Source: an optimization exercise on an open RTL-to-GDS flow (aim: small area, a short achievable clock period and few clock cycles per item). Production flows keep margins and buffers that such runs may drop. At most, simulation tests tie the RTL to the original design; equivalence was not proved. The RTL of run 1 was laid out without a check of its function. Power is estimated from default activity; no workload was simulated.

==> flow/design.v (outline; a module is shown in full before it is edited, if it fits) <==
// module csa_fa: 4 lines
// module csa_ha: 4 lines
// module csa_hai: 4 lines
// module bicubic_tree1: 248 lines
// module bicubic_tree2: 268 lines
// module bicubic_tree3: 247 lines
// module bicubic_pnext: 82 lines
// module bicubic_resampler: 281 lines
// module bicubic_coef: 14 lines
module bicubic_resampler #(
    parameter int LEN_W = bicubic_pkg::LEN_W
) (
    input  wire logic              CLK,
    input  wire logic              RST,
    input  wire logic              start_i,
    input  wire logic [LEN_W-1:0]  src_len_i,
    input  wire logic [LEN_W-1:0]  dst_len_i,
    input  wire logic              src_valid_i,
    input  wire bicubic_pkg::pix_t src_pix_i,
    output logic                   src_ready_o,
    output logic                   out_valid_o,
    output bicubic_pkg::pix_t      out_pix_o,
    input  wire logic              out_ready_i,
    output logic                   done_o
);
  // ...
==> flow/flow/run.sh <==
#!/bin/bash
set -euo pipefail
sed 's/ SETUP_SLACK_MARGIN=[0-9.]* / SETUP_SLACK_MARGIN=6.4 /' standard.sh > standard_margin.sh
grep -q 'SETUP_SLACK_MARGIN=6.4' standard_margin.sh
bash standard_margin.sh > standard.log 2>&1
==> flow/standard.sh <==
#!/bin/bash
# synth_recipe.tcl (not shown) runs the flow's synth.tcl, then flattens the netlist and writes it again
# the make line also repeats each setting of config.mk as NAME=value (left out here)
make -C /OpenROAD-flow-scripts/flow DESIGN_CONFIG=/design/flow/config.mk WORK_HOME=/design/flow/orfs CLKGATE_MAP_FILE= SYNTH_SCRIPT=/design/flow/synth_recipe.tcl "${@:-finish}"
==> flow/config.mk <==
export PLATFORM = sky130hd
export DESIGN_NAME = bicubic_resampler
export DESIGN_NICKNAME = bicubic_resampler
export VERILOG_FILES = /design/flow/design.v
export SDC_FILE = /design/flow/constraint.sdc
export NUM_CORES = 4
export LEC_CHECK = 0
export ABC_CLOCK_PERIOD_IN_PS = 4000
export CAP_MARGIN = 20
export CORE_MARGIN = 2
export CORE_UTILIZATION = 40
export SETUP_SLACK_MARGIN = 5
export SLEW_MARGIN = 20
export SYNTH_HIERARCHICAL = 1
==> flow/constraint.sdc <==
create_clock -name core_clock -period 10.0 [get_ports {CLK}]
set_input_delay 2.0000 -clock core_clock [delete_from_list [all_inputs] [get_ports {CLK}]]
set_output_delay 2.0000 -clock core_clock [all_outputs]
set_load 0.01 [all_outputs]
==> summary.md, run 1 <==
| Metric | Value |
|---|---|
| Run status | no timing/DRC/antenna violations |
| Worst Reg2Reg Path Length in Cells | 15 |
| Final estimated routing congestion in global placement | 0.881 |
| Register share of the cell area | 30.6% |
| Grt peak-use layer | met2 |
| Sink Count | 405 |
| Post-DP Area | 0.0291 mm² |
| Rows | 97 |
| Pleak | 12.6 nW |
| Largest register FFs | 56 |
| Die Ht | 269 µm |
| R2r setup slk | 6.19 ns |
| Area grow syn2layout | 13.7% |
| Synthesized area | 0.0281 mm² |
| Met1 Wirelength | 28300 µm |
| Tap Count | 940 |
| Leading cell type in the layout, fill and taps excluded | nand2_1 |
| CTS Buf Count | 46 |
| Critical-path maximum fanout | 4 |
| Worst min path class | flip-flop to flip-flop |
| Fmax | 0.263 GHz |
| Placed Cells | 3667 |
| Initial core utilization | 40.2% |
| Worst Hold Margin | 0.324 ns |
| Initial antenna violation count | 0 |
| Power in combinational cells | 3.92 mW |
| # Post-CTS Setup Buffers | 37 |
| Grt total ovfl | 0 |
| PD cells | 256 mW/mm² |
| Utilization after layout | 45.7% |
| Port Buffers | 37 |
| Hold EP | pp4[3]$_DFF_P_ |
| Final setup margin | 6.19 ns |
| Comb power frac | 48.0% |
| Cell family contributing the most delay on the critical path | compound AO/OA/AOI/OAI gates |
| IO Count | 38 |
| Post-route setup TNS | 0 ns |
==> run 2: changes to the inputs <==
==> flow/design.v (replaced) <==
`default_nettype none
package bicubic_pkg;
    localparam int PIX_W  = 8;
    localparam int FRAC_W = 8;    
    localparam int LEN_W  = 7;    
    typedef logic [PIX_W-1:0]  pix_t;
    typedef logic [FRAC_W-1:0] frac_t;
    typedef struct packed {
        pix_t p0;
        pix_t p1;
        pix_t p2;
        pix_t p3;
    } win_t;
    typedef struct packed {
        win_t  win;
        frac_t frac;
    } cubic_req_t;
    typedef enum logic [2:0] {
        ST_IDLE    = 3'd0,   
        ST_FILL    = 3'd1,   
        ST_DIVIDE  = 3'd2,   
        ST_ISSUE   = 3'd3,   
        ST_ADVANCE = 3'd4,   
        ST_DONE    = 3'd5    
    } ctrl_state_t;
endpackage
`default_nettype wire
`timescale 1ns/1ps
`default_nettype none
module csa_fa (input wire a, input wire b, input wire c, output wire s, output wire co);
    assign s  = a ^ b ^ c;
    assign co = (a & b) | (a & c) | (b & c);
endmodule
module csa_ha (input wire a, input wire b, output wire s, output wire co);
    assign s  = a ^ b;
    assign co = a & b;
endmodule
module csa_hai (input wire a, input wire b, output wire s, output wire co);
    assign s  = ~(a ^ b);
    assign co = a | b;
endmodule
module bicubic_tree1 (
    input wire [10:0] au,
    input wire [7:0] x,
    input wire [9:0] su,
    output wire [11:0] ya,
    output wire [11:0] yb,
    output wire yc
);
    wire t1;
    wire t2;
    wire t3;
    wire t4;
    wire t5;
    wire t6;
    wire t7;
    wire t8;
    wire t9;
    wire t10;
    wire t11;
    wire t12;
    wire t13;
    wire t14;
    wire t15;
    wire t16;
    wire t17;
    wire t18;
    wire t19;
    wire t20;
    wire t21;
    wire t22;
    wire t23;
    wire t24;
    wire t25;
    wire t26;
    wire t27;
    wire t28;
    wire t29;
    wire t30;
    wire t31;
    wire t32;
    wire t33;
    wire t34;
    wire t35;
    wire t36;
    wire t37;
    wire t38;
    wire t39;
    wire t40;
    wire t41;
    wire t42;
    wire t43;
    wire t44;
    wire t45;
    wire t46;
    wire t47;
    wire t48;
    wire t49;
    wire t50;
    wire t51;
    wire t52;
    wire t53;
    wire t54;
    wire t55;
    wire t56;
    wire t57;
    wire t58;
    wire t59;
    wire t60;
    wire t61;
    wire t62;
    wire t63;
    wire t64;
    wire t65;
    wire t66;
    wire t67;
    wire t68;
    wire t69;
    wire t70;
    wire t71;
    wire t72;
    wire t73;
    wire t74;
    wire t75;
    wire t76;
    wire t77;
    wire t78;
    wire t79;
    wire t80;
    wire t81;
    wire t82;
    wire t83;
    wire t84;
    wire t85;
    wire t86;
    wire t87;
    wire t88;
    wire t89;
    wire t90;
    wire t91;
    wire t92;
    wire t93;
    wire t94;
    wire t95;
    wire t96;
    wire t97;
    wire t98;
    wire t99;
    wire t100;
    wire t101;
    wire t102;
    wire t103;
    wire t104;
    wire t105;
    wire t106;
    wire t107;
    wire t108;
    wire t109;
    wire t110;
    wire t111;
    wire t112;
    wire t113;
    wire t114;
    wire t115;
    wire t116;
    wire t117;
    wire t118;
    wire t119;
    wire t120;
    wire t121;
    wire t122;
    wire t123;
    wire t124;
    wire t125;
    wire t126;
    wire t127;
    wire t128;
    wire t129;
    wire t130;
    wire t131;
    wire t132;
    wire t133;
    wire t134;
    wire t135;
    wire t136;
    wire t137;
    wire t138;
    wire t139;
    wire t140;
    wire t141;
    wire t142;
    wire t143;
    wire t144;
    wire t145;
    wire t146;
    wire t147;
    wire t148;
    wire t149;
    wire t150;
    wire t151;
    wire t152;
    wire t153;
    wire t154;
    wire t155;
    wire t156;
    wire t157;
    wire t158;
    wire t159;
    wire t160;
    wire t161;
    wire t162;
    wire t163;
    wire t164;
    wire t165;
    wire t166;
    wire t167;
    wire t168;
    wire t169;
    wire t170;
    wire t171;
    wire t172;
    wire t173;
    wire t174;
    wire t175;
    wire t176;
    wire t177;
    wire t178;
    wire t179;
    wire t180;
    wire t181;
    wire t182;
    wire t183;
    wire t184;
    wire t185;
    wire t186;
    wire t187;
    wire t188;
    assign t1 = ~au[0];
    assign t2 = ~au[2];
    assign t3 = ~au[9];
    assign t4 = ~au[10];
    csa_hai ht5 (.a(~su[0]), .b(t1), .s(t5), .co(t6));
    csa_fa ft7 (.a(au[0]), .b(au[1]), .c(~su[1]), .s(t7), .co(t8));
    csa_hai ht9 (.a(~(au[2] & x[7])), .b(~(au[3] & x[6])), .s(t9), .co(t10));
    csa_fa ft11 (.a(x[0]), .b(~su[2]), .c(t2), .s(t11), .co(t12));
    csa_fa ft13 (.a(~(au[10] & x[0])), .b(~(au[3] & x[7])), .c(~(au[4] & x[6])), .s(t13), .co(t14));
    csa_fa ft15 (.a(au[2]), .b(au[3]), .c(x[1]), .s(t15), .co(t16));
    csa_fa ft17 (.a(~su[3]), .b(~(au[10] & x[1])), .c(~(au[4] & x[7])), .s(t17), .co(t18));
    csa_fa ft19 (.a(au[4]), .b(x[2]), .c(~su[4]), .s(t19), .co(t20));
    csa_hai ht21 (.a(~(au[0] & x[6])), .b(~(au[1] & x[5])), .s(t21), .co(t22));
    csa_fa ft23 (.a(~(au[0] & x[7])), .b(~(au[1] & x[6])), .c(~(au[2] & x[5])), .s(t23), .co(t24));
    csa_hai ht25 (.a(~(au[3] & x[4])), .b(~(au[4] & x[3])), .s(t25), .co(t26));
    csa_fa ft27 (.a(~(au[1] & x[7])), .b(~(au[2] & x[6])), .c(~(au[3] & x[5])), .s(t27), .co(t28));
    csa_fa ft29 (.a(~(au[4] & x[4])), .b(~(au[5] & x[3])), .c(~(au[6] & x[2])), .s(t29), .co(t30));
    csa_hai ht31 (.a(~(au[7] & x[1])), .b(~(au[8] & x[0])), .s(t31), .co(t32));
    csa_fa ft33 (.a(~(au[4] & x[5])), .b(~(au[5] & x[4])), .c(~(au[6] & x[3])), .s(t33), .co(t34));
    csa_fa ft35 (.a(~(au[7] & x[2])), .b(~(au[8] & x[1])), .c(~(au[9] & x[0])), .s(t35), .co(t36));
    csa_fa ft37 (.a(t6), .b(t9), .c(t7), .s(t37), .co(t38));
    csa_fa ft39 (.a(~(au[5] & x[5])), .b(~(au[6] & x[4])), .c(~(au[7] & x[3])), .s(t39), .co(t40));
    csa_fa ft41 (.a(~(au[8] & x[2])), .b(~(au[9] & x[1])), .c(t10), .s(t41), .co(t42));
    csa_fa ft43 (.a(t8), .b(t11), .c(t13), .s(t43), .co(t44));
    csa_fa ft45 (.a(~(au[5] & x[6])), .b(~(au[6] & x[5])), .c(~(au[7] & x[4])), .s(t45), .co(t46));
    csa_fa ft47 (.a(~(au[8] & x[3])), .b(~(au[9] & x[2])), .c(t12), .s(t47), .co(t48));
    csa_fa ft49 (.a(t15), .b(t14), .c(t17), .s(t49), .co(t50));
    csa_fa ft51 (.a(~(au[10] & x[2])), .b(~(au[5] & x[7])), .c(~(au[6] & x[6])), .s(t51), .co(t52));
    csa_fa ft53 (.a(~(au[7] & x[5])), .b(~(au[8] & x[4])), .c(~(au[9] & x[3])), .s(t53), .co(t54));
    csa_fa ft55 (.a(t16), .b(t19), .c(t18), .s(t55), .co(t56));
    csa_fa ft57 (.a(au[5]), .b(x[3]), .c(~su[5]), .s(t57), .co(t58));
    csa_fa ft59 (.a(~(au[10] & x[3])), .b(~(au[6] & x[7])), .c(~(au[7] & x[6])), .s(t59), .co(t60));
    csa_fa ft61 (.a(~(au[8] & x[5])), .b(~(au[9] & x[4])), .c(t20), .s(t61), .co(t62));
    csa_fa ft63 (.a(au[6]), .b(x[4]), .c(~su[6]), .s(t63), .co(t64));
    csa_fa ft65 (.a(~(au[10] & x[4])), .b(~(au[7] & x[7])), .c(~(au[8] & x[6])), .s(t65), .co(t66));
    csa_fa ft67 (.a(au[7]), .b(x[5]), .c(~su[7]), .s(t67), .co(t68));
    csa_hai ht69 (.a(~(au[0] & x[4])), .b(~(au[1] & x[3])), .s(t69), .co(t70));
    csa_fa ft71 (.a(~(au[0] & x[5])), .b(~(au[1] & x[4])), .c(~(au[2] & x[3])), .s(t71), .co(t72));
    csa_hai ht73 (.a(~(au[3] & x[2])), .b(~(au[4] & x[1])), .s(t73), .co(t74));
    csa_fa ft75 (.a(~(au[2] & x[4])), .b(~(au[3] & x[3])), .c(~(au[4] & x[2])), .s(t75), .co(t76));
    csa_fa ft77 (.a(~(au[5] & x[1])), .b(~(au[6] & x[0])), .c(t21), .s(t77), .co(t78));
    csa_fa ft79 (.a(~(au[5] & x[2])), .b(~(au[6] & x[1])), .c(~(au[7] & x[0])), .s(t79), .co(t80));
    csa_fa ft81 (.a(t22), .b(t25), .c(t23), .s(t81), .co(t82));
    csa_fa ft83 (.a(t26), .b(t5), .c(t31), .s(t83), .co(t84));
    csa_fa ft85 (.a(t24), .b(t27), .c(t29), .s(t85), .co(t86));
    csa_fa ft87 (.a(t32), .b(t28), .c(t30), .s(t87), .co(t88));
    csa_fa ft89 (.a(t33), .b(t35), .c(t37), .s(t89), .co(t90));
    csa_fa ft91 (.a(t34), .b(t36), .c(t39), .s(t91), .co(t92));
    csa_fa ft93 (.a(t41), .b(t38), .c(t43), .s(t93), .co(t94));
    csa_fa ft95 (.a(t40), .b(t45), .c(t42), .s(t95), .co(t96));
    csa_fa ft97 (.a(t47), .b(t44), .c(t49), .s(t97), .co(t98));
    csa_fa ft99 (.a(t46), .b(t51), .c(t53), .s(t99), .co(t100));
    csa_fa ft101 (.a(t48), .b(t55), .c(t50), .s(t101), .co(t102));
    csa_fa ft103 (.a(t57), .b(t52), .c(t54), .s(t103), .co(t104));
    csa_fa ft105 (.a(t59), .b(t61), .c(t56), .s(t105), .co(t106));
    csa_fa ft107 (.a(~(au[9] & x[5])), .b(t58), .c(t63), .s(t107), .co(t108));
    csa_fa ft109 (.a(t60), .b(t65), .c(t62), .s(t109), .co(t110));
    csa_fa ft111 (.a(~(au[10] & x[5])), .b(~(au[8] & x[7])), .c(~(au[9] & x[6])), .s(t111), .co(t112));
    csa_fa ft113 (.a(t64), .b(t67), .c(t66), .s(t113), .co(t114));
    csa_fa ft115 (.a(au[8]), .b(x[6]), .c(~su[8]), .s(t115), .co(t116));
    csa_fa ft117 (.a(~(au[10] & x[6])), .b(~(au[9] & x[7])), .c(t68), .s(t117), .co(t118));
    csa_fa ft119 (.a(x[7]), .b(~su[9]), .c(t3), .s(t119), .co(t120));
    csa_hai ht121 (.a(~(au[0] & x[3])), .b(~(au[1] & x[2])), .s(t121), .co(t122));
    csa_fa ft123 (.a(~(au[2] & x[2])), .b(~(au[3] & x[1])), .c(~(au[4] & x[0])), .s(t123), .co(t124));
    csa_fa ft125 (.a(~(au[5] & x[0])), .b(t70), .c(t73), .s(t125), .co(t126));
    csa_fa ft127 (.a(t74), .b(t72), .c(t75), .s(t127), .co(t128));
    csa_fa ft129 (.a(t76), .b(t79), .c(t78), .s(t129), .co(t130));
    csa_fa ft131 (.a(t80), .b(t83), .c(t82), .s(t131), .co(t132));
    csa_fa ft133 (.a(t84), .b(t87), .c(t86), .s(t133), .co(t134));
    csa_fa ft135 (.a(t88), .b(t91), .c(t90), .s(t135), .co(t136));
    csa_fa ft137 (.a(t92), .b(t95), .c(t94), .s(t137), .co(t138));
    csa_fa ft139 (.a(t99), .b(t96), .c(t98), .s(t139), .co(t140));
    csa_fa ft141 (.a(t103), .b(t100), .c(t102), .s(t141), .co(t142));
    csa_fa ft143 (.a(t104), .b(t107), .c(t109), .s(t143), .co(t144));
    csa_fa ft145 (.a(t111), .b(t108), .c(t113), .s(t145), .co(t146));
    csa_fa ft147 (.a(t115), .b(t112), .c(t117), .s(t147), .co(t148));
    csa_fa ft149 (.a(~(au[10] & x[7])), .b(t116), .c(t119), .s(t149), .co(t150));
    csa_hai ht151 (.a(au[9]), .b(t4), .s(t151), .co(t152));
    csa_hai ht153 (.a(~(au[0] & x[2])), .b(~(au[1] & x[1])), .s(t153), .co(t154));
    csa_fa ft155 (.a(~(au[2] & x[1])), .b(~(au[3] & x[0])), .c(t121), .s(t155), .co(t156));
    csa_fa ft157 (.a(t122), .b(t69), .c(t123), .s(t157), .co(t158));
    csa_fa ft159 (.a(t124), .b(t71), .c(t125), .s(t159), .co(t160));
    csa_fa ft161 (.a(t126), .b(t77), .c(t127), .s(t161), .co(t162));
    csa_fa ft163 (.a(t128), .b(t81), .c(t129), .s(t163), .co(t164));
    csa_fa ft165 (.a(t85), .b(t130), .c(t131), .s(t165), .co(t166));
    csa_fa ft167 (.a(t132), .b(t89), .c(t133), .s(t167), .co(t168));
    csa_fa ft169 (.a(t134), .b(t93), .c(t135), .s(t169), .co(t170));
    csa_fa ft171 (.a(t97), .b(t136), .c(t137), .s(t171), .co(t172));
    csa_fa ft173 (.a(t101), .b(t138), .c(t139), .s(t173), .co(t174));
    csa_fa ft175 (.a(t105), .b(t140), .c(t141), .s(t175), .co(t176));
    csa_fa ft177 (.a(t106), .b(t143), .c(t142), .s(t177), .co(t178));
    csa_fa ft179 (.a(t110), .b(t145), .c(t144), .s(t179), .co(t180));
    csa_fa ft181 (.a(t114), .b(t147), .c(t146), .s(t181), .co(t182));
    csa_fa ft183 (.a(t118), .b(t149), .c(t148), .s(t183), .co(t184));
    csa_fa ft185 (.a(t151), .b(t120), .c(t150), .s(t185), .co(t186));
    csa_hai ht187 (.a(au[10]), .b(t152), .s(t187), .co(t188));
    wire [19:0] ra = {t186, t184, t182, t180, t178, t176, t174, t172, t170, t168, t166, t164, t162, t160, t158, t156, t154, t153, ~(au[0] & x[1]), ~(au[0] & x[0])};
    wire [19:0] rb = {t187, t185, t183, t181, t179, t177, t175, t173, t171, t169, t167, t165, t163, t161, t159, t157, t155, ~(au[2] & x[0]), ~(au[1] & x[0]), 1'b1};
    wire [8:0] lo = {1'b0, ~ra[7:0]} + {1'b0, ~rb[7:0]};
    assign ya = ra[19:8];
    assign yb = rb[19:8];
    assign yc = lo[8];
endmodule
module bicubic_tree2 (
    input wire [11:0] hu,
    input wire [7:0] x,
    input wire [8:0] cu,
    output wire [10:0] ya,
    output wire [10:0] yb,
    output wire yc
);
    wire t1;
    wire t2;
    wire t3;
    wire t4;
    wire t5;
    wire t6;
    wire t7;
    wire t8;
    wire t9;
    wire t10;
    wire t11;
    wire t12;
    wire t13;
    wire t14;
    wire t15;
    wire t16;
    wire t17;
    wire t18;
    wire t19;
    wire t20;
    wire t21;
    wire t22;
    wire t23;
    wire t24;
    wire t25;
    wire t26;
    wire t27;
    wire t28;
    wire t29;
    wire t30;
    wire t31;
    wire t32;
    wire t33;
    wire t34;
    wire t35;
    wire t36;
    wire t37;
    wire t38;
    wire t39;
    wire t40;
    wire t41;
    wire t42;
    wire t43;
    wire t44;
    wire t45;
    wire t46;
    wire t47;
    wire t48;
    wire t49;
    wire t50;
    wire t51;
    wire t52;
    wire t53;
    wire t54;
    wire t55;
    wire t56;
    wire t57;
    wire t58;
    wire t59;
    wire t60;
    wire t61;
    wire t62;
    wire t63;
    wire t64;
    wire t65;
    wire t66;
    wire t67;
    wire t68;
    wire t69;
    wire t70;
    wire t71;
    wire t72;
    wire t73;
    wire t74;
    wire t75;
    wire t76;
    wire t77;
    wire t78;
    wire t79;
    wire t80;
    wire t81;
    wire t82;
    wire t83;
    wire t84;
    wire t85;
    wire t86;
    wire t87;
    wire t88;
    wire t89;
    wire t90;
    wire t91;
    wire t92;
    wire t93;
    wire t94;
    wire t95;
    wire t96;
    wire t97;
    wire t98;
    wire t99;
    wire t100;
    wire t101;
    wire t102;
    wire t103;
    wire t104;
    wire t105;
    wire t106;
    wire t107;
    wire t108;
    wire t109;
    wire t110;
    wire t111;
    wire t112;
    wire t113;
    wire t114;
    wire t115;
    wire t116;
    wire t117;
    wire t118;
    wire t119;
    wire t120;
    wire t121;
    wire t122;
    wire t123;
    wire t124;
    wire t125;
    wire t126;
    wire t127;
    wire t128;
    wire t129;
    wire t130;
    wire t131;
    wire t132;
    wire t133;
    wire t134;
    wire t135;
    wire t136;
    wire t137;
    wire t138;
    wire t139;
    wire t140;
    wire t141;
    wire t142;
    wire t143;
    wire t144;
    wire t145;
    wire t146;
    wire t147;
    wire t148;
    wire t149;
    wire t150;
    wire t151;
    wire t152;
    wire t153;
    wire t154;
    wire t155;
    wire t156;
    wire t157;
    wire t158;
    wire t159;
    wire t160;
    wire t161;
    wire t162;
    wire t163;
    wire t164;
    wire t165;
    wire t166;
    wire t167;
    wire t168;
    wire t169;
    wire t170;
    wire t171;
    wire t172;
    wire t173;
    wire t174;
    assign t1 = ~x[0];
    assign t2 = ~x[5];
    assign t3 = ~x[5];
    assign t4 = ~x[5];
    csa_hai ht5 (.a(~cu[3]), .b(t1), .s(t5), .co(t6));
    csa_fa ft7 (.a(x[0]), .b(x[1]), .c(~cu[4]), .s(t7), .co(t8));
    csa_hai ht9 (.a(~(hu[0] & x[6])), .b(~(hu[1] & x[5])), .s(t9), .co(t10));
    csa_fa ft11 (.a(~(hu[0] & x[7])), .b(~(hu[1] & x[6])), .c(~(hu[2] & x[5])), .s(t11), .co(t12));
    csa_hai ht13 (.a(~(hu[3] & x[4])), .b(~(hu[4] & x[3])), .s(t13), .co(t14));
    csa_fa ft15 (.a(~cu[0]), .b(~(hu[1] & x[7])), .c(~(hu[2] & x[6])), .s(t15), .co(t16));
    csa_fa ft17 (.a(~(hu[3] & x[5])), .b(~(hu[4] & x[4])), .c(~(hu[5] & x[3])), .s(t17), .co(t18));
    csa_hai ht19 (.a(~(hu[6] & x[2])), .b(~(hu[7] & x[1])), .s(t19), .co(t20));
    csa_fa ft21 (.a(~cu[1]), .b(~(hu[2] & x[7])), .c(~(hu[3] & x[6])), .s(t21), .co(t22));
    csa_fa ft23 (.a(~(hu[4] & x[5])), .b(~(hu[5] & x[4])), .c(~(hu[6] & x[3])), .s(t23), .co(t24));
    csa_fa ft25 (.a(~(hu[7] & x[2])), .b(~(hu[8] & x[1])), .c(~(hu[9] & x[0])), .s(t25), .co(t26));
    csa_fa ft27 (.a(~cu[2]), .b(~(hu[10] & x[0])), .c(~(hu[3] & x[7])), .s(t27), .co(t28));
    csa_fa ft29 (.a(~(hu[4] & x[6])), .b(~(hu[5] & x[5])), .c(~(hu[6] & x[4])), .s(t29), .co(t30));
    csa_fa ft31 (.a(~(hu[7] & x[3])), .b(~(hu[8] & x[2])), .c(~(hu[9] & x[1])), .s(t31), .co(t32));
    csa_fa ft33 (.a(~(hu[10] & x[1])), .b(~(hu[11] & x[0])), .c(~(hu[4] & x[7])), .s(t33), .co(t34));
    csa_fa ft35 (.a(~(hu[5] & x[6])), .b(~(hu[6] & x[5])), .c(~(hu[7] & x[4])), .s(t35), .co(t36));
    csa_fa ft37 (.a(~(hu[8] & x[3])), .b(~(hu[9] & x[2])), .c(t5), .s(t37), .co(t38));
    csa_fa ft39 (.a(~(hu[10] & x[2])), .b(~(hu[11] & x[1])), .c(~(hu[5] & x[7])), .s(t39), .co(t40));
    csa_fa ft41 (.a(~(hu[6] & x[6])), .b(~(hu[7] & x[5])), .c(~(hu[8] & x[4])), .s(t41), .co(t42));
    csa_fa ft43 (.a(~(hu[9] & x[3])), .b(t6), .c(t7), .s(t43), .co(t44));
    csa_fa ft45 (.a(x[2]), .b(~cu[5]), .c(~(hu[10] & x[3])), .s(t45), .co(t46));
    csa_fa ft47 (.a(~(hu[11] & x[2])), .b(~(hu[6] & x[7])), .c(~(hu[7] & x[6])), .s(t47), .co(t48));
    csa_fa ft49 (.a(~(hu[8] & x[5])), .b(~(hu[9] & x[4])), .c(t8), .s(t49), .co(t50));
    csa_fa ft51 (.a(x[3]), .b(~cu[6]), .c(~(hu[10] & x[4])), .s(t51), .co(t52));
    csa_fa ft53 (.a(~(hu[11] & x[3])), .b(~(hu[7] & x[7])), .c(~(hu[8] & x[6])), .s(t53), .co(t54));
    csa_fa ft55 (.a(x[4]), .b(~cu[7]), .c(~(hu[10] & x[5])), .s(t55), .co(t56));
    csa_hai ht57 (.a(~(hu[0] & x[4])), .b(~(hu[1] & x[3])), .s(t57), .co(t58));
    csa_fa ft59 (.a(~(hu[0] & x[5])), .b(~(hu[1] & x[4])), .c(~(hu[2] & x[3])), .s(t59), .co(t60));
    csa_hai ht61 (.a(~(hu[3] & x[2])), .b(~(hu[4] & x[1])), .s(t61), .co(t62));
    csa_fa ft63 (.a(~(hu[2] & x[4])), .b(~(hu[3] & x[3])), .c(~(hu[4] & x[2])), .s(t63), .co(t64));
    csa_fa ft65 (.a(~(hu[5] & x[1])), .b(~(hu[6] & x[0])), .c(t9), .s(t65), .co(t66));
    csa_fa ft67 (.a(~(hu[5] & x[2])), .b(~(hu[6] & x[1])), .c(~(hu[7] & x[0])), .s(t67), .co(t68));
    csa_fa ft69 (.a(t10), .b(t13), .c(t11), .s(t69), .co(t70));
    csa_fa ft71 (.a(~(hu[8] & x[0])), .b(t14), .c(t19), .s(t71), .co(t72));
    csa_fa ft73 (.a(t12), .b(t15), .c(t17), .s(t73), .co(t74));
    csa_fa ft75 (.a(t20), .b(t16), .c(t18), .s(t75), .co(t76));
    csa_fa ft77 (.a(t21), .b(t23), .c(t25), .s(t77), .co(t78));
    csa_fa ft79 (.a(t22), .b(t24), .c(t26), .s(t79), .co(t80));
    csa_fa ft81 (.a(t27), .b(t29), .c(t31), .s(t81), .co(t82));
    csa_fa ft83 (.a(t28), .b(t30), .c(t32), .s(t83), .co(t84));
    csa_fa ft85 (.a(t33), .b(t35), .c(t37), .s(t85), .co(t86));
    csa_fa ft87 (.a(t34), .b(t36), .c(t39), .s(t87), .co(t88));
    csa_fa ft89 (.a(t41), .b(t38), .c(t43), .s(t89), .co(t90));
    csa_fa ft91 (.a(t40), .b(t42), .c(t45), .s(t91), .co(t92));
    csa_fa ft93 (.a(t47), .b(t44), .c(t49), .s(t93), .co(t94));
    csa_fa ft95 (.a(~(hu[9] & x[5])), .b(t46), .c(t48), .s(t95), .co(t96));
    csa_fa ft97 (.a(t51), .b(t53), .c(t50), .s(t97), .co(t98));
    csa_fa ft99 (.a(~(hu[11] & x[4])), .b(~(hu[8] & x[7])), .c(~(hu[9] & x[6])), .s(t99), .co(t100));
    csa_fa ft101 (.a(t52), .b(t54), .c(t55), .s(t101), .co(t102));
    csa_fa ft103 (.a(~cu[8]), .b(t2), .c(~(hu[10] & x[6])), .s(t103), .co(t104));
    csa_fa ft105 (.a(~(hu[11] & x[5])), .b(~(hu[9] & x[7])), .c(t56), .s(t105), .co(t106));
    csa_fa ft107 (.a(x[6]), .b(t3), .c(~(hu[10] & x[7])), .s(t107), .co(t108));
    csa_hai ht109 (.a(~(hu[0] & x[3])), .b(~(hu[1] & x[2])), .s(t109), .co(t110));
    csa_fa ft111 (.a(~(hu[2] & x[2])), .b(~(hu[3] & x[1])), .c(~(hu[4] & x[0])), .s(t111), .co(t112));
    csa_fa ft113 (.a(~(hu[5] & x[0])), .b(t58), .c(t61), .s(t113), .co(t114));
    csa_fa ft115 (.a(t62), .b(t60), .c(t63), .s(t115), .co(t116));
    csa_fa ft117 (.a(t64), .b(t67), .c(t66), .s(t117), .co(t118));
    csa_fa ft119 (.a(t68), .b(t71), .c(t70), .s(t119), .co(t120));
    csa_fa ft121 (.a(t72), .b(t75), .c(t74), .s(t121), .co(t122));
    csa_fa ft123 (.a(t76), .b(t79), .c(t78), .s(t123), .co(t124));
    csa_fa ft125 (.a(t80), .b(t83), .c(t82), .s(t125), .co(t126));
    csa_fa ft127 (.a(t84), .b(t87), .c(t86), .s(t127), .co(t128));
    csa_fa ft129 (.a(t88), .b(t91), .c(t90), .s(t129), .co(t130));
    csa_fa ft131 (.a(t95), .b(t92), .c(t94), .s(t131), .co(t132));
    csa_fa ft133 (.a(t99), .b(t96), .c(t101), .s(t133), .co(t134));
    csa_fa ft135 (.a(t100), .b(t103), .c(t105), .s(t135), .co(t136));
    csa_fa ft137 (.a(~(hu[11] & x[6])), .b(t104), .c(t107), .s(t137), .co(t138));
    csa_fa ft139 (.a(x[7]), .b(t4), .c(~(hu[11] & x[7])), .s(t139), .co(t140));
    csa_hai ht141 (.a(~(hu[0] & x[2])), .b(~(hu[1] & x[1])), .s(t141), .co(t142));
    csa_fa ft143 (.a(~(hu[2] & x[1])), .b(~(hu[3] & x[0])), .c(t109), .s(t143), .co(t144));
    csa_fa ft145 (.a(t110), .b(t57), .c(t111), .s(t145), .co(t146));
    csa_fa ft147 (.a(t112), .b(t59), .c(t113), .s(t147), .co(t148));
    csa_fa ft149 (.a(t114), .b(t65), .c(t115), .s(t149), .co(t150));
    csa_fa ft151 (.a(t116), .b(t69), .c(t117), .s(t151), .co(t152));
    csa_fa ft153 (.a(t73), .b(t118), .c(t119), .s(t153), .co(t154));
    csa_fa ft155 (.a(t77), .b(t120), .c(t121), .s(t155), .co(t156));
    csa_fa ft157 (.a(t81), .b(t122), .c(t123), .s(t157), .co(t158));
    csa_fa ft159 (.a(t85), .b(t124), .c(t125), .s(t159), .co(t160));
    csa_fa ft161 (.a(t126), .b(t89), .c(t127), .s(t161), .co(t162));
    csa_fa ft163 (.a(t93), .b(t128), .c(t129), .s(t163), .co(t164));
    csa_fa ft165 (.a(t97), .b(t130), .c(t131), .s(t165), .co(t166));
    csa_fa ft167 (.a(t98), .b(t133), .c(t132), .s(t167), .co(t168));
    csa_fa ft169 (.a(t102), .b(t134), .c(t135), .s(t169), .co(t170));
    csa_fa ft171 (.a(t106), .b(t137), .c(t136), .s(t171), .co(t172));
    csa_fa ft173 (.a(t108), .b(t139), .c(t138), .s(t173), .co(t174));
    wire [18:0] ra = {t172, t170, t168, t166, t164, t162, t160, t158, t156, t154, t152, t150, t148, t146, t144, t142, t141, ~(hu[0] & x[1]), ~(hu[0] & x[0])};
    wire [18:0] rb = {t173, t171, t169, t167, t165, t163, t161, t159, t157, t155, t153, t151, t149, t147, t145, t143, ~(hu[2] & x[0]), ~(hu[1] & x[0]), 1'b1};
    wire [8:0] lo = {1'b0, ~ra[7:0]} + {1'b0, ~rb[7:0]};
    assign ya = ra[18:8];
    assign yb = rb[18:8];
    assign yc = lo[8];
endmodule
module bicubic_tree3 (
    input wire [10:0] hu,
    input wire [7:0] x,
    input wire [7:0] p,
    output wire [9:0] ya,
    output wire [9:0] yb,
    output wire yc
);
    wire t1;
    wire t2;
    wire t3;
    wire t4;
    wire t5;
    wire t6;
    wire t7;
    wire t8;
    wire t9;
    wire t10;
    wire t11;
    wire t12;
    wire t13;
    wire t14;
    wire t15;
    wire t16;
    wire t17;
    wire t18;
    wire t19;
    wire t20;
    wire t21;
    wire t22;
    wire t23;
    wire t24;
    wire t25;
    wire t26;
    wire t27;
    wire t28;
    wire t29;
    wire t30;
    wire t31;
    wire t32;
    wire t33;
    wire t34;
    wire t35;
    wire t36;
    wire t37;
    wire t38;
    wire t39;
    wire t40;
    wire t41;
    wire t42;
    wire t43;
    wire t44;
    wire t45;
    wire t46;
    wire t47;
    wire t48;
    wire t49;
    wire t50;
    wire t51;
    wire t52;
    wire t53;
    wire t54;
    wire t55;
    wire t56;
    wire t57;
    wire t58;
    wire t59;
    wire t60;
    wire t61;
    wire t62;
    wire t63;
    wire t64;
    wire t65;
    wire t66;
    wire t67;
    wire t68;
    wire t69;
    wire t70;
    wire t71;
    wire t72;
    wire t73;
    wire t74;
    wire t75;
    wire t76;
    wire t77;
    wire t78;
    wire t79;
    wire t80;
    wire t81;
    wire t82;
    wire t83;
    wire t84;
    wire t85;
    wire t86;
    wire t87;
    wire t88;
    wire t89;
    wire t90;
    wire t91;
    wire t92;
    wire t93;
    wire t94;
    wire t95;
    wire t96;
    wire t97;
    wire t98;
    wire t99;
    wire t100;
    wire t101;
    wire t102;
    wire t103;
    wire t104;
    wire t105;
    wire t106;
    wire t107;
    wire t108;
    wire t109;
    wire t110;
    wire t111;
    wire t112;
    wire t113;
    wire t114;
    wire t115;
    wire t116;
    wire t117;
    wire t118;
    wire t119;
    wire t120;
    wire t121;
    wire t122;
    wire t123;
    wire t124;
    wire t125;
    wire t126;
    wire t127;
    wire t128;
    wire t129;
    wire t130;
    wire t131;
    wire t132;
    wire t133;
    wire t134;
    wire t135;
    wire t136;
    wire t137;
    wire t138;
    wire t139;
    wire t140;
    wire t141;
    wire t142;
    wire t143;
    wire t144;
    wire t145;
    wire t146;
    wire t147;
    wire t148;
    wire t149;
    wire t150;
    wire t151;
    wire t152;
    wire t153;
    wire t154;
    wire t155;
    wire t156;
    wire t157;
    wire t158;
    wire t159;
    wire t160;
    assign t1 = ~~(hu[1] & x[7]);
    assign t2 = ~x[0];
    csa_hai ht3 (.a(~p[0]), .b(~(hu[1] & x[7])), .s(t3), .co(t4));
    csa_fa ft5 (.a(~p[1]), .b(t2), .c(~(hu[10] & x[0])), .s(t5), .co(t6));
    csa_fa ft7 (.a(x[0]), .b(x[1]), .c(~p[2]), .s(t7), .co(t8));
    csa_hai ht9 (.a(~(hu[0] & x[6])), .b(~(hu[1] & x[5])), .s(t9), .co(t10));
    csa_fa ft11 (.a(~(hu[0] & x[7])), .b(~(hu[1] & x[6])), .c(~(hu[2] & x[5])), .s(t11), .co(t12));
    csa_hai ht13 (.a(~(hu[3] & x[4])), .b(~(hu[4] & x[3])), .s(t13), .co(t14));
    csa_fa ft15 (.a(~(hu[2] & x[6])), .b(~(hu[3] & x[5])), .c(~(hu[4] & x[4])), .s(t15), .co(t16));
    csa_fa ft17 (.a(~(hu[5] & x[3])), .b(~(hu[6] & x[2])), .c(~(hu[7] & x[1])), .s(t17), .co(t18));
    csa_fa ft19 (.a(~(hu[2] & x[7])), .b(~(hu[3] & x[6])), .c(~(hu[4] & x[5])), .s(t19), .co(t20));
    csa_fa ft21 (.a(~(hu[5] & x[4])), .b(~(hu[6] & x[3])), .c(~(hu[7] & x[2])), .s(t21), .co(t22));
    csa_hai ht23 (.a(~(hu[8] & x[1])), .b(~(hu[9] & x[0])), .s(t23), .co(t24));
    csa_fa ft25 (.a(~(hu[3] & x[7])), .b(~(hu[4] & x[6])), .c(~(hu[5] & x[5])), .s(t25), .co(t26));
    csa_fa ft27 (.a(~(hu[6] & x[4])), .b(~(hu[7] & x[3])), .c(~(hu[8] & x[2])), .s(t27), .co(t28));
    csa_fa ft29 (.a(~(hu[9] & x[1])), .b(t4), .c(t5), .s(t29), .co(t30));
    csa_fa ft31 (.a(~(hu[10] & x[1])), .b(~(hu[4] & x[7])), .c(~(hu[5] & x[6])), .s(t31), .co(t32));
    csa_fa ft33 (.a(~(hu[6] & x[5])), .b(~(hu[7] & x[4])), .c(~(hu[8] & x[3])), .s(t33), .co(t34));
    csa_fa ft35 (.a(~(hu[9] & x[2])), .b(t7), .c(t6), .s(t35), .co(t36));
    csa_fa ft37 (.a(x[2]), .b(~p[3]), .c(~(hu[10] & x[2])), .s(t37), .co(t38));
    csa_fa ft39 (.a(~(hu[5] & x[7])), .b(~(hu[6] & x[6])), .c(~(hu[7] & x[5])), .s(t39), .co(t40));
    csa_fa ft41 (.a(~(hu[8] & x[4])), .b(~(hu[9] & x[3])), .c(t8), .s(t41), .co(t42));
    csa_fa ft43 (.a(x[3]), .b(~p[4]), .c(~(hu[10] & x[3])), .s(t43), .co(t44));
    csa_fa ft45 (.a(~(hu[6] & x[7])), .b(~(hu[7] & x[6])), .c(~(hu[8] & x[5])), .s(t45), .co(t46));
    csa_fa ft47 (.a(x[4]), .b(~p[5]), .c(~(hu[10] & x[4])), .s(t47), .co(t48));
    csa_hai ht49 (.a(~(hu[0] & x[4])), .b(~(hu[1] & x[3])), .s(t49), .co(t50));
    csa_fa ft51 (.a(~(hu[0] & x[5])), .b(~(hu[1] & x[4])), .c(~(hu[2] & x[3])), .s(t51), .co(t52));
    csa_hai ht53 (.a(~(hu[3] & x[2])), .b(~(hu[4] & x[1])), .s(t53), .co(t54));
    csa_fa ft55 (.a(~(hu[2] & x[4])), .b(~(hu[3] & x[3])), .c(~(hu[4] & x[2])), .s(t55), .co(t56));
    csa_fa ft57 (.a(~(hu[5] & x[1])), .b(~(hu[6] & x[0])), .c(t9), .s(t57), .co(t58));
    csa_fa ft59 (.a(~(hu[5] & x[2])), .b(~(hu[6] & x[1])), .c(~(hu[7] & x[0])), .s(t59), .co(t60));
    csa_fa ft61 (.a(t10), .b(t13), .c(t11), .s(t61), .co(t62));
    csa_fa ft63 (.a(~(hu[8] & x[0])), .b(t1), .c(t14), .s(t63), .co(t64));
    csa_fa ft65 (.a(t12), .b(t15), .c(t17), .s(t65), .co(t66));
    csa_fa ft67 (.a(t23), .b(t3), .c(t16), .s(t67), .co(t68));
    csa_fa ft69 (.a(t18), .b(t19), .c(t21), .s(t69), .co(t70));
    csa_fa ft71 (.a(t24), .b(t20), .c(t22), .s(t71), .co(t72));
    csa_fa ft73 (.a(t25), .b(t27), .c(t29), .s(t73), .co(t74));
    csa_fa ft75 (.a(t26), .b(t28), .c(t31), .s(t75), .co(t76));
    csa_fa ft77 (.a(t33), .b(t35), .c(t30), .s(t77), .co(t78));
    csa_fa ft79 (.a(t32), .b(t34), .c(t37), .s(t79), .co(t80));
    csa_fa ft81 (.a(t39), .b(t41), .c(t36), .s(t81), .co(t82));
    csa_fa ft83 (.a(~(hu[9] & x[4])), .b(t38), .c(t40), .s(t83), .co(t84));
    csa_fa ft85 (.a(t43), .b(t45), .c(t42), .s(t85), .co(t86));
    csa_fa ft87 (.a(~(hu[7] & x[7])), .b(~(hu[8] & x[6])), .c(~(hu[9] & x[5])), .s(t87), .co(t88));
    csa_fa ft89 (.a(t44), .b(t46), .c(t47), .s(t89), .co(t90));
    csa_fa ft91 (.a(x[5]), .b(~p[6]), .c(~(hu[10] & x[5])), .s(t91), .co(t92));
    csa_fa ft93 (.a(~(hu[8] & x[7])), .b(~(hu[9] & x[6])), .c(t48), .s(t93), .co(t94));
    csa_fa ft95 (.a(x[6]), .b(~p[7]), .c(~(hu[10] & x[6])), .s(t95), .co(t96));
    csa_hai ht97 (.a(~(hu[0] & x[3])), .b(~(hu[1] & x[2])), .s(t97), .co(t98));
    csa_fa ft99 (.a(~(hu[2] & x[2])), .b(~(hu[3] & x[1])), .c(~(hu[4] & x[0])), .s(t99), .co(t100));
    csa_fa ft101 (.a(~(hu[5] & x[0])), .b(t50), .c(t53), .s(t101), .co(t102));
    csa_fa ft103 (.a(t54), .b(t52), .c(t55), .s(t103), .co(t104));
    csa_fa ft105 (.a(t56), .b(t59), .c(t58), .s(t105), .co(t106));
    csa_fa ft107 (.a(t60), .b(t63), .c(t62), .s(t107), .co(t108));
    csa_fa ft109 (.a(t64), .b(t67), .c(t66), .s(t109), .co(t110));
    csa_fa ft111 (.a(t68), .b(t71), .c(t70), .s(t111), .co(t112));
    csa_fa ft113 (.a(t72), .b(t75), .c(t74), .s(t113), .co(t114));
    csa_fa ft115 (.a(t76), .b(t79), .c(t78), .s(t115), .co(t116));
    csa_fa ft117 (.a(t83), .b(t80), .c(t85), .s(t117), .co(t118));
    csa_fa ft119 (.a(t87), .b(t84), .c(t89), .s(t119), .co(t120));
    csa_fa ft121 (.a(t88), .b(t91), .c(t93), .s(t121), .co(t122));
    csa_fa ft123 (.a(~(hu[9] & x[7])), .b(t92), .c(t95), .s(t123), .co(t124));
    csa_hai ht125 (.a(x[7]), .b(~(hu[10] & x[7])), .s(t125), .co(t126));
    csa_hai ht127 (.a(~(hu[0] & x[2])), .b(~(hu[1] & x[1])), .s(t127), .co(t128));
    csa_fa ft129 (.a(~(hu[2] & x[1])), .b(~(hu[3] & x[0])), .c(t97), .s(t129), .co(t130));
    csa_fa ft131 (.a(t98), .b(t49), .c(t99), .s(t131), .co(t132));
    csa_fa ft133 (.a(t100), .b(t51), .c(t101), .s(t133), .co(t134));
    csa_fa ft135 (.a(t102), .b(t57), .c(t103), .s(t135), .co(t136));
    csa_fa ft137 (.a(t104), .b(t61), .c(t105), .s(t137), .co(t138));
    csa_fa ft139 (.a(t65), .b(t106), .c(t107), .s(t139), .co(t140));
    csa_fa ft141 (.a(t69), .b(t108), .c(t109), .s(t141), .co(t142));
    csa_fa ft143 (.a(t110), .b(t111), .c(t73), .s(t143), .co(t144));
    csa_fa ft145 (.a(t112), .b(t77), .c(t113), .s(t145), .co(t146));
    csa_fa ft147 (.a(t81), .b(t114), .c(t115), .s(t147), .co(t148));
    csa_fa ft149 (.a(t82), .b(t117), .c(t116), .s(t149), .co(t150));
    csa_fa ft151 (.a(t86), .b(t119), .c(t118), .s(t151), .co(t152));
    csa_fa ft153 (.a(t90), .b(t120), .c(t121), .s(t153), .co(t154));
    csa_fa ft155 (.a(t94), .b(t123), .c(t122), .s(t155), .co(t156));
    csa_fa ft157 (.a(t125), .b(t96), .c(t124), .s(t157), .co(t158));
    csa_hai ht159 (.a(1'b0), .b(t126), .s(t159), .co(t160));
    wire [18:0] ra = {t158, t156, t154, t152, t150, t148, t146, t144, t142, t140, t138, t136, t134, t132, t130, t128, t127, ~(hu[0] & x[1]), ~(hu[0] & x[0])};
    wire [18:0] rb = {t159, t157, t155, t153, t151, t149, t147, t145, t143, t141, t139, t137, t135, t133, t131, t129, ~(hu[2] & x[0]), ~(hu[1] & x[0]), 1'b1};
    wire [9:0] lo = {1'b0, ~ra[8:0]} + {1'b0, ~rb[8:0]};
    assign ya = ra[18:9];
    assign yb = rb[18:9];
    assign yc = lo[9];
endmodule
`default_nettype wire
`timescale 1ns/1ps
`default_nettype none
module bicubic_pnext (
    input wire [7:0] p2,
    input wire [7:0] p3,
    input wire [7:0] n,
    output wire [10:0] pn
);
    wire t1;
    wire t2;
    wire t3;
    wire t4;
    wire t5;
    wire t6;
    wire t7;
    wire t8;
    wire t9;
    wire t10;
    wire t11;
    wire t12;
    wire t13;
    wire t14;
    wire t15;
    wire t16;
    wire t17;
    wire t18;
    wire t19;
    wire t20;
    wire t21;
    wire t22;
    wire t23;
    wire t24;
    wire t25;
    wire t26;
    wire t27;
    wire t28;
    wire t29;
    wire t30;
    wire t31;
    wire t32;
    wire t33;
    wire t34;
    wire t35;
    wire t36;
    wire t37;
    wire t38;
    wire t39;
    wire t40;
    wire t41;
    wire t42;
    wire t43;
    wire t44;
    wire t45;
    wire t46;
    wire t47;
    wire t48;
    wire t49;
    wire t50;
    wire t51;
    wire t52;
    wire t53;
    wire t54;
    wire t55;
    wire t56;
    wire t57;
    wire t58;
    wire t59;
    assign t1 = ~p3[2];
    csa_ha ht2 (.a(p3[0]), .b(p3[1]), .s(t2), .co(t3));
    csa_fa ft4 (.a(p3[1]), .b(~n[1]), .c(~n[2]), .s(t4), .co(t5));
    csa_fa ft6 (.a(p3[2]), .b(p3[2]), .c(p3[3]), .s(t6), .co(t7));
    csa_ha ht8 (.a(~n[2]), .b(~n[3]), .s(t8), .co(t9));
    csa_fa ft10 (.a(p3[3]), .b(p3[4]), .c(~n[3]), .s(t10), .co(t11));
    csa_ha ht12 (.a(~n[4]), .b(~p2[4]), .s(t12), .co(t13));
    csa_fa ft14 (.a(p3[4]), .b(p3[5]), .c(~n[4]), .s(t14), .co(t15));
    csa_ha ht16 (.a(~n[5]), .b(~p2[5]), .s(t16), .co(t17));
    csa_fa ft18 (.a(p3[5]), .b(p3[6]), .c(~n[5]), .s(t18), .co(t19));
    csa_ha ht20 (.a(~n[6]), .b(~p2[6]), .s(t20), .co(t21));
    csa_fa ft22 (.a(p3[6]), .b(p3[7]), .c(~n[6]), .s(t22), .co(t23));
    csa_ha ht24 (.a(~n[7]), .b(~p2[7]), .s(t24), .co(t25));
    csa_ha ht26 (.a(~n[0]), .b(~n[1]), .s(t26), .co(t27));
    csa_fa ft28 (.a(~p2[2]), .b(t1), .c(t3), .s(t28), .co(t29));
    csa_fa ft30 (.a(~p2[3]), .b(t8), .c(t5), .s(t30), .co(t31));
    csa_fa ft32 (.a(t9), .b(t12), .c(t7), .s(t32), .co(t33));
    csa_fa ft34 (.a(t13), .b(t16), .c(t11), .s(t34), .co(t35));
    csa_fa ft36 (.a(t17), .b(t20), .c(t15), .s(t36), .co(t37));
    csa_fa ft38 (.a(t21), .b(t24), .c(t19), .s(t38), .co(t39));
    csa_fa ft40 (.a(p3[7]), .b(~n[7]), .c(t25), .s(t40), .co(t41));
    csa_ha ht42 (.a(p3[0]), .b(~n[0]), .s(t42), .co(t43));
    csa_fa ft44 (.a(~p2[1]), .b(t2), .c(t26), .s(t44), .co(t45));
    csa_fa ft46 (.a(t27), .b(t4), .c(t28), .s(t46), .co(t47));
    csa_fa ft48 (.a(t6), .b(t29), .c(t30), .s(t48), .co(t49));
    csa_fa ft50 (.a(t10), .b(t31), .c(t32), .s(t50), .co(t51));
    csa_fa ft52 (.a(t14), .b(t33), .c(t34), .s(t52), .co(t53));
    csa_fa ft54 (.a(t18), .b(t35), .c(t36), .s(t54), .co(t55));
    csa_fa ft56 (.a(t22), .b(t37), .c(t38), .s(t56), .co(t57));
    csa_fa ft58 (.a(t23), .b(t40), .c(t39), .s(t58), .co(t59));
    wire [10:0] ra = {1'b1, t59, t57, t55, t53, t51, t49, t47, t45, t43, t42};
    wire [10:0] rb = {1'b0, t41, t58, t56, t54, t52, t50, t48, t46, t44, ~p2[0]};
    assign pn = ra + rb;
endmodule
`default_nettype wire
`timescale 1ns/1ps
`default_nettype none
module bicubic_resampler #(
    parameter int LEN_W = bicubic_pkg::LEN_W
) (
    input  wire logic              CLK,
    input  wire logic              RST,
    input  wire logic              start_i,
    input  wire logic [LEN_W-1:0]  src_len_i,
    input  wire logic [LEN_W-1:0]  dst_len_i,
    input  wire logic              src_valid_i,
    input  wire bicubic_pkg::pix_t src_pix_i,
    output logic                   src_ready_o,
    output logic                   out_valid_o,
    output bicubic_pkg::pix_t      out_pix_o,
    input  wire logic              out_ready_i,
    output logic                   done_o
);
    localparam int QN = 7;   
    logic             busy;        
    logic             done_r;
    logic [LEN_W-1:0] den;         
    logic [LEN_W-1:0] src_left;    
    logic             sl_nz;       
    logic [7:0]       nb;          
    logic             nbv;         
    logic             srdy;        
    logic [LEN_W-1:0] out_left;    
    logic             ol_nz;       
    logic             k8;          
    logic             loaded;      
    logic             filling;     
    logic [1:0]       fsh;         
    logic             out0;        
    logic             prep;        
    logic [QN-1:0]    oc;          
    logic [1:0]       dcnt;        
    logic             ddone;       
    logic [7:0]       kq;          
    logic [LEN_W-1:0] rr;          
    logic [7:0]       xr;          
    logic [7:0]       xn;          
    logic [LEN_W-1:0] en;          
    logic             sh;          
    logic [7:0]         p1, p2, p3;
    logic signed [10:0] ca;
    logic signed [9:0]  cs;        
    logic signed [8:0]  cc;
    logic signed [10:0] pa;        
    logic start_go, pop, iss0, issr, iss, run, avail, step, take, win_sh, use_nb;
    logic [7:0] npix;
    logic [7:0] x_in;
    assign start_go = start_i && !busy;
    assign pop      = out_valid_o && out_ready_i;
    assign run    = prep && ol_nz && !oc[QN-1];
    assign avail  = nbv || !sl_nz;
    assign src_ready_o = srdy;
    assign take   = srdy && src_valid_i;
    assign step   = filling && avail;                     
    assign iss0   = busy && loaded && !out0;
    assign issr   = run && (!sh || avail);
    assign iss    = iss0 || issr;
    assign win_sh = (step && loaded) || (issr && sh);
    assign use_nb = nbv && (step || (issr && sh));
    assign npix   = nbv ? nb : p3;
    assign x_in   = out0 ? xr : 8'd0;
    logic [LEN_W+1:0] sd;          
    logic [LEN_W:0]   t1, t2;
    logic [LEN_W+1:0] u1, u2;
    logic [LEN_W-1:0] r1, r2;
    logic             q1, q2;
    always_comb begin
        sd = {1'b0, src_len_i, 1'b0} + {2'b01, ~dst_len_i};
        t1 = {en, 1'b0};
        u1 = {1'b0, t1} - {2'b00, den};
        q1 = !u1[LEN_W+1];
        r1 = q1 ? u1[LEN_W-1:0] : t1[LEN_W-1:0];
        t2 = {r1, 1'b0};
        u2 = {1'b0, t2} - {2'b00, den};
        q2 = !u2[LEN_W+1];
        r2 = q2 ? u2[LEN_W-1:0] : t2[LEN_W-1:0];
    end
    logic       ecar;
    logic [8:0] xsum;
    logic [9:0] xcs;
    always_comb begin
        ecar = (en >= den);
        xcs  = {1'b0, xn, 1'b1} + {1'b0, kq, ecar};
        xsum = xcs[9:1];
    end
    logic busy_n, out0_n, ddone_n, filling_n, prep_n, fin, sl_nz_n, nbv_n, ol_nz_n, sh_n, dlast;
    logic [QN-1:0] oc_n;
    always_comb begin
        dlast     = !ddone && dcnt == 2'd3;
        fin       = pop && oc[0] && !oc[1] && !ol_nz;     
        busy_n    = start_go || (busy && !fin);
        out0_n    = !start_go && (out0 || iss0);
        ddone_n   = !start_go && (ddone || dlast);
        filling_n = start_go || (filling && !(step && loaded && fsh == 2'd1));
        prep_n    = busy_n && out0_n && ddone_n && !filling_n;
        sl_nz_n   = start_go || (take ? (src_left != LEN_W'(1)) : sl_nz);
        nbv_n     = !start_go && (take || (nbv && !use_nb));
        ol_nz_n   = start_go || (iss ? (out_left != LEN_W'(1)) : ol_nz);
        if (iss && !pop)      oc_n = {oc[QN-2:0], 1'b1};
        else if (!iss && pop) oc_n = {1'b0, oc[QN-1:1]};
        else                  oc_n = oc;
        if (dlast)     sh_n = k8 | kq[6];
        else if (issr) sh_n = xsum[8] | k8;
        else           sh_n = sh;
    end
    always_ff @(posedge CLK) begin
        if (RST) begin
            busy    <= 1'b0;
            done_r  <= 1'b0;
            oc      <= '0;
            filling <= 1'b0;
            prep    <= 1'b0;
            srdy    <= 1'b0;
        end else begin
            busy    <= busy_n;
            filling <= filling_n;
            prep    <= prep_n;
            oc      <= oc_n;
            srdy    <= busy_n && sl_nz_n
                       && (!nbv_n || filling_n || (prep_n && ol_nz_n && !oc_n[QN-1] && sh_n));
            if (start_go) done_r <= 1'b0;
            else if (fin) done_r <= 1'b1;
        end
    end
    always_ff @(posedge CLK) begin
        out0  <= out0_n;
        ddone <= ddone_n;
        sl_nz <= sl_nz_n;
        nbv   <= nbv_n;
        ol_nz <= ol_nz_n;
        sh    <= sh_n;
        if (take) nb <= src_pix_i;
        if (dlast && !k8) den <= LEN_W'(den - r1);
        if (start_go) begin
            den      <= dst_len_i - 1'b1;
            k8       <= (src_len_i == dst_len_i);
            src_left <= src_len_i;
            out_left <= dst_len_i;
            loaded   <= 1'b0;
            fsh      <= (src_len_i == dst_len_i) ? 2'd3 : 2'd2;
            dcnt     <= 2'd0;
        end else begin
            if (take) src_left <= src_left - 1'b1;
            if (iss)  out_left <= out_left - 1'b1;
            if (step) begin
                loaded <= 1'b1;
                if (loaded) fsh <= fsh - 1'b1;
            end
            if (!ddone) dcnt <= dcnt + 1'b1;
        end
    end
    always_ff @(posedge CLK) begin
        if (start_go) begin
            en <= sd[LEN_W+1] ? sd[LEN_W-1:0] : LEN_W'({src_len_i, 1'b0} - 2'd2);
            kq <= {7'd0, sd[LEN_W+1]};
        end else if (!ddone && dcnt != 2'd3) begin
            en <= r2;
            kq <= {kq[5:0], q1, q2};
        end else if (dlast) begin
            kq  <= k8 ? 8'd0 : {kq[6:0], q1};
            rr  <= k8 ? '0 : r1;
            xr  <= k8 ? 8'd0 : {kq[6:0], q1};
            xn  <= k8 ? 8'd0 : {kq[5:0], q1, q2};
            en  <= k8 ? '0 : r2;
        end else if (issr) begin
            xr <= xn;
            xn <= xsum[7:0];
            en <= ecar ? LEN_W'(en - den) : LEN_W'(en + rr);
        end
    end
    logic signed [10:0] na, npa;
    logic signed [9:0]  ns;
    logic signed [8:0]  nc;
    bicubic_coef u_coef (.p1(p1), .p2(p2), .p3(p3), .n(npix), .pa(pa), .a(na), .s(ns), .c(nc));
    bicubic_pnext u_pnext (.p2(p2), .p3(p3), .n(npix), .pn(npa));
    always_ff @(posedge CLK) begin
        if (step && !loaded) begin
            p1 <= nb;
            p2 <= nb;
            p3 <= nb;
            ca <= '0;
            cs <= '0;
            cc <= '0;
            pa <= -$signed({3'b0, nb});
        end else if (win_sh) begin
            p1 <= p2;
            p2 <= p3;
            p3 <= npix;
            ca <= na;
            cs <= ns;
            cc <= nc;
            pa <= npa;
        end
    end
    logic [5:1]         v;
    logic [11:0]        r1a, r1b;
    logic               r1c;
    logic [11:0]        h1;
    logic [10:0]        r2a, r2b;
    logic               r2c;
    logic [10:0]        h2;
    logic [9:0]         r3a, r3b;
    logic               r3c;
    logic signed [8:0]  c1, c2;
    logic [7:0]         pp1, pp2, pp3, pp4;
    logic [7:0]         x1, x2, x3, x4;
    logic [11:0] t1a, t1b;
    logic        t1c;
    logic [10:0] t2a, t2b;
    logic        t2c;
    logic [9:0]  t3a, t3b;
    logic        t3c;
    logic [12:0] h1c;
    logic [11:0] h2c;
    logic [10:0] y3c;
    logic [9:0]  y3;
    logic [7:0]  res;
    bicubic_tree1 u_t1 (.au({~ca[10], ca[9:0]}), .x(x_in), .su({~cs[9], cs[8:0]}), .ya(t1a), .yb(t1b), .yc(t1c));
    assign h1c = {~r1a, 1'b1} + {~r1b, r1c};
    bicubic_tree2 u_t2 (.hu({~h1[11], h1[10:0]}), .x(x2), .cu({~c2[8], c2[7:0]}), .ya(t2a), .yb(t2b), .yc(t2c));
    assign h2c = {~r2a, 1'b1} + {~r2b, r2c};
    bicubic_tree3 u_t3 (.hu({~h2[10], h2[9:0]}), .x(x4), .p(pp4), .ya(t3a), .yb(t3b), .yc(t3c));
    assign y3c = {~r3a, 1'b1} + {~r3b, r3c};
    assign y3  = y3c[10:1];
    assign res = y3[9] ? 8'd0 : (y3[8] ? 8'hff : y3[7:0]);
    always_ff @(posedge CLK) begin
        if (RST) v <= '0;
        else     v <= {v[4:1], iss};
    end
    always_ff @(posedge CLK) begin
        r1a <= t1a;
        r1b <= t1b;
        r1c <= t1c;
        c1  <= cc;
        pp1 <= p1;
        x1  <= x_in;
        h1  <= h1c[12:1];
        c2  <= c1;
        pp2 <= pp1;
        x2  <= x1;
        r2a <= t2a;
        r2b <= t2b;
        r2c <= t2c;
        pp3 <= pp2;
        x3  <= x2;
        h2  <= h2c[11:1];
        pp4 <= pp3;
        x4  <= x3;
        r3a <= t3a;
        r3b <= t3b;
        r3c <= t3c;
    end
    logic [7:0]    qe [QN];
    logic [QN-1:0] qv;
    logic [QN-1:0] qv_hold, qv_pop;
    logic [7:0]    qe_hold [QN];
    logic [7:0]    qe_pop [QN];
    always_comb begin
        qv_hold = v[5] ? {qv[QN-2:0], 1'b1} : qv;
        qv_pop  = v[5] ? qv : {1'b0, qv[QN-1:1]};
        for (int i = 0; i < QN; i++) begin
            qe_hold[i] = (v[5] && !qv[i] && (i == 0 || qv[(i + QN - 1) % QN])) ? res : qe[i];
            if (i == QN - 1) qe_pop[i] = qe[i];
            else qe_pop[i] = (v[5] && qv[i] && !qv[(i + 1) % QN]) ? res : qe[(i + 1) % QN];
        end
    end
    always_ff @(posedge CLK) begin
        if (RST) qv <= '0;
        else     qv <= pop ? qv_pop : qv_hold;
        for (int i = 0; i < QN; i++) begin
            qe[i] <= pop ? qe_pop[i] : qe_hold[i];
        end
    end
    assign out_valid_o = qv[0];
    assign out_pix_o   = qe[0];
    assign done_o      = done_r;
endmodule
module bicubic_coef (
    input  wire logic [7:0]         p1,
    input  wire logic [7:0]         p2,
    input  wire logic [7:0]         p3,
    input  wire logic [7:0]         n,
    input  wire logic signed [10:0] pa,
    output logic signed [10:0]      a,
    output logic signed [9:0]       s,
    output logic signed [8:0]       c
);
    assign a = pa + $signed({3'b0, n});
    assign s = $signed({2'b0, p1}) - 10'sd2 * $signed({2'b0, p2}) + $signed({2'b0, p3});
    assign c = $signed({1'b0, p3}) - $signed({1'b0, p1});
endmodule
`default_nettype wire
==> flow/flow/run.sh (replaced) <==
#!/bin/bash
set -euo pipefail
sed 's/ SETUP_SLACK_MARGIN=[0-9.]* / SETUP_SLACK_MARGIN=7.0 /' standard.sh > standard_margin.sh
grep -q 'SETUP_SLACK_MARGIN=7.0' standard_margin.sh
bash standard_margin.sh > standard.log 2>&1
==> run 2 against run 1 <==
Net effect:
- hold slack worse by 0.0024 ns
- wire length is 0.53% lower
- maximum frequency is 1.0% lower
- global-route usage is 0.74 points higher
- register-to-register slack worse by 0.04 ns
- clock skew is 0.032 ns lower
- design area is 1.2% lower
==> summary.md, run 2 <==
| Metric | Value |
|---|---|
| R2r setup slk | 6.15 ns (-0.04 ns) |
| First-pass GRT wire length | 101000 µm |
| Via density | 5.02 |
| Root Driver | clkbuf_16 |
| Core area | 0.0669 mm² |
| Clock Tree Buf Depth | 3 |
| Share of post-route cells with drive strength above 1 | 20.2% |
| IO Count | 38 (unchanged) |
| Final slew viol count | 0 |
| Final hold violation count | 0 |
| Run status | no timing/DRC/antenna violations |
| Buf+Inv Stages, Crit Path | 1 |
| Ys Warns | 10 |
| Clock skew | 0.0228 ns |
| Final estimated routing congestion in global placement | 0.866 (-1.7%) |
| Hold EP | x2[4]$_DFF_P_ |
| Pre-CTS setup slack | 5.50 ns |
| Post-Synthesis Cells | 2695 |
| Sequential cell area | 0.00961 mm² |
| Clock power frac | 19.7% |
| Tot GR Track Use | 17.7% |
| Syn_area_per_cell | 10.0 µm² |
| CP startpoint kind | flip-flop |
| Max_cap viols | 0 |
| Slew margin rel. | 44.6% |
| Net Sw Power | 3.54 mW |
| R2R Path Start | den[1]$_DFFE_PP_ |
| Worst Reg2Reg Path Length in Cells | 15 (unchanged) |
| Final min period | 3.85 ns |
| Die width | 264 µm |
| Crit end category | flip-flop |
| Largest register FFs | 56 (unchanged) |
| Crit-path slowest cell | edfxtp_1 |
| Number of antenna diodes | 0 |
| Most frequent cells in the layout | nand2_1 (418), inv_1 (351), fa_1 (234) |
| Worst Hold Margin | 0.321 ns (-0.00238 ns) |
| Clock-pin slew on the worst setup and hold paths | 0.07 ns |
| Hold Startpoint | x1[4]$_DFF_P_ |
| Critical Path RT | 10.41 ns |
| WHS Path Cells | 0 |
| Via count | 18400 |
| Fmax | 0.260 GHz (-1.0%) |
| CP Cell Sequence | fa_2 > nand2b_4 > a211o_1 > a21o_4 > and2_4 > nor2_4 > nor2_4 > ha_4 > and3_4 > o211ai_1 > a311oi_2 > nand2b_4 > buf_6 > mux2_4 > o221ai_2 |
| Sink Count | 398 (-1.7%) |
| Final setup margin | 6.15 ns (-0.0393 ns) |
| Port Buffers | 37 (unchanged) |
| Multi-input logic area | 0.0161 mm² |
| Unrepaired setup endpoints after global routing | true |
| Sw Share | 37.7% |
| Rows | 95 (-2.1%) |
| Maximum resistive drop on vdd | 444 µV |
| Die Ht | 264 µm (-1.9%) |
| Power Internal | 5.84 mW |
| Largest stage delay, worst path | 0.48 ns |
| Final antenna-violating net count | 0 |
| Sequential Power Share | 27.1% |
| Critical-path maximum fanout | 6 (+2) |
| Worst skew pair latency | 0.58 ns |
| Area grow syn2layout | 16.8% |
| Vias in the first global route | 19400 |
| Largest net degree at the start of global routing | 50 |
| CTS Hold Bufs | 0 |
| Remaining routing DRC violations | 0 |
| Pleak | 12.9 nW (+1.7%) |
| Post-route setup TNS | 0 ns (unchanged) |
| Register name with the most flops | qe |
| Initial antenna violation count | 0 (unchanged) |
| Fin crit share | 38.5% |
| Nets@finish | 3232 |
| Initial DRC Count | 1090 |
| Pre-antenna DRT Iters | 5 |
| Worst-Margin Slew | 0.830 ns |
| Leading cell type in the layout, fill and taps excluded | nand2_1 |
| Synthesized area | 0.0270 mm² (-3.9%) |
| Reg2reg end | en[3]$_DFFE_PP_ |
| Setup-failing EPs final | 0 |
| Comb power frac | 53.2% (+5.2 points) |
| Grt total ovfl | 0 (unchanged) |
| PD cells | 298 mW/mm² (+17%) |
| Average wire per standard cell | 16.5 µm |
| # fillers | 6054 |
| Die area | 0.0695 mm² |
| Cell family contributing the most delay on the critical path | compound AO/OA/AOI/OAI gates |
| Kind of critical path | flip-flop to flip-flop |
| Initial core utilization | 40.3% (+0.11 points) |
| Total power | 9.39 mW |
| Worst min path class | flip-flop to flip-flop |
| CTS tree | built |
| H-tree depth | 2 |
| Crit path arrival time | 4.26 ns |
| Detailed placer's ending HPWL | 43200 µm |
| CTS Buf Count | 44 (-4.3%) |
| Post-Route WL | 60600 µm |
[run 2: layout make-up]
| type | count | area share (%) |
|---|---|---|
| Timing Repair Buffer | 186 | 4.99 |
| Tap cell | 873 | 3.47 |
| Clock inverter | 29 | 1.28 |
| Inverter | 380 | 4.65 |
| Clock buffer | 53 | 4.00 |
| Multi-Input combinational cell | 1753 | 51.1 |
| Sequential cell | 398 | 30.5 |
[run 2: layer usage]
metal / vias up / GRT usage (%) / wire, µm
li1: 8826 / - / -
met1: 9082 / 23.1 / 27000
met2: 395 / 30.9 / 29700
met3: 117 / 2.10 / 2160
met4: 0 / 5.50 / 1740
met5: - / 0 / 0
[run 2: worst max path at each step]
stage | startpoint | end | slack [ns] | cells past startpoint
final | den[1]$_DFFE_PP_ | en[3]$_DFFE_PP_ | 6.15 | 15
after global routing | den[1]$_DFFE_PP_ | en[3]$_DFFE_PP_ | 6.01 | 16
after CTS | den[1]$_DFFE_PP_ | en[1]$_DFFE_PP_ | 6.25 | 16
after detailed placement | dst_len_i[2] | en[5]$_DFFE_PP_ | 5.50 | 11
after global placement | dst_len_i[2] | en[5]$_DFFE_PP_ | 5.53 | 11
after floorplan | den[1]$_DFFE_PP_ | en[3]$_DFFE_PP_ | 6.16 | 16
[run 2: power by group through the flow]
stage / clock (mW) / sequential [mW] / combinational, mW
after CTS: 1.89 / 2.54 / 4.61
final: 1.85 / 2.54 / 5.00
after global routing: 1.95 / 2.58 / 5.54
after global placement: 0 / 2.59 / 3.85
after floorplan: 0 / 2.37 / 3.55
after detailed placement: 0 / 2.59 / 3.95
[run 2: stage by stage]
stage                     instances  util [%]  area [µm²]
final                          3672      47.1       31500
after global routing           3672      47.1       31500
after CTS                      3633      46.2       30900
after detailed placement       3446      41.8       28000
after global placement         3446      41.8       28000
after floorplan                2695         -       27600
[run 2: worst reg2reg max path: stages (launching register included)]
cell and delay, ns:
edfxtp_1 0.48, fa_2 0.40, nand2b_4 0.15, a211o_1 0.30
a21o_4 0.26, and2_4 0.16, nor2_4 0.10, nor2_4 0.05
ha_4 0.28, and3_4 0.18, o211ai_1 0.14, a311oi_2 0.35
nand2b_4 0.25, buf_6 0.11, mux2_4 0.30, o221ai_2 0.18
[run 2: what timing repair did]
item                       4_1_cts  5_1_grt
buffers inserted               104       39
cloned                           1        0
gates resized for setup        197       90
pin swaps                       76       74
setup endpoints to repair      176       54
Testbench counts of run 2, summed over its fixed seeds: cycles 18,916, items 16,987.

==> afterwards: timing with drivers on the ports <==
How much do the figures lean on ideal ports? The routed layouts below were timed once more, with nothing changed but the port constraints. Step 1: set_driving_cell puts a clkbuf_16 on CLK and a buf_2 on each other input, an assumption about the parent block. Step 2, shift: input delay + t, output delay - t, t = (earliest + latest rising clock arrival at the registers) / 2. This alone moves slack from input paths to output paths. Three values: ideal, step 1, step 2; two values: the first two.
| run | t, ns | slack for setup (ns) | worst setup path at the end | latest minus earliest clock arrival (ns) | pins driven straight from the clock port |
|---|---|---|---|---|---|
| run 1 | 0.623 | 6.191 / 6.191 / 5.796 | input to register | 0.056 / 0.056 | 1 |
| run 2 | 0.633 | 6.152 / 6.152 / 5.744 | input to register | 0.026 / 0.026 | 1 |
After both steps setup and hold are still met in every run listed. The setup slack of run 2, which loses most, moves by 0.000 ns with the drivers and by -0.408 ns with both steps.
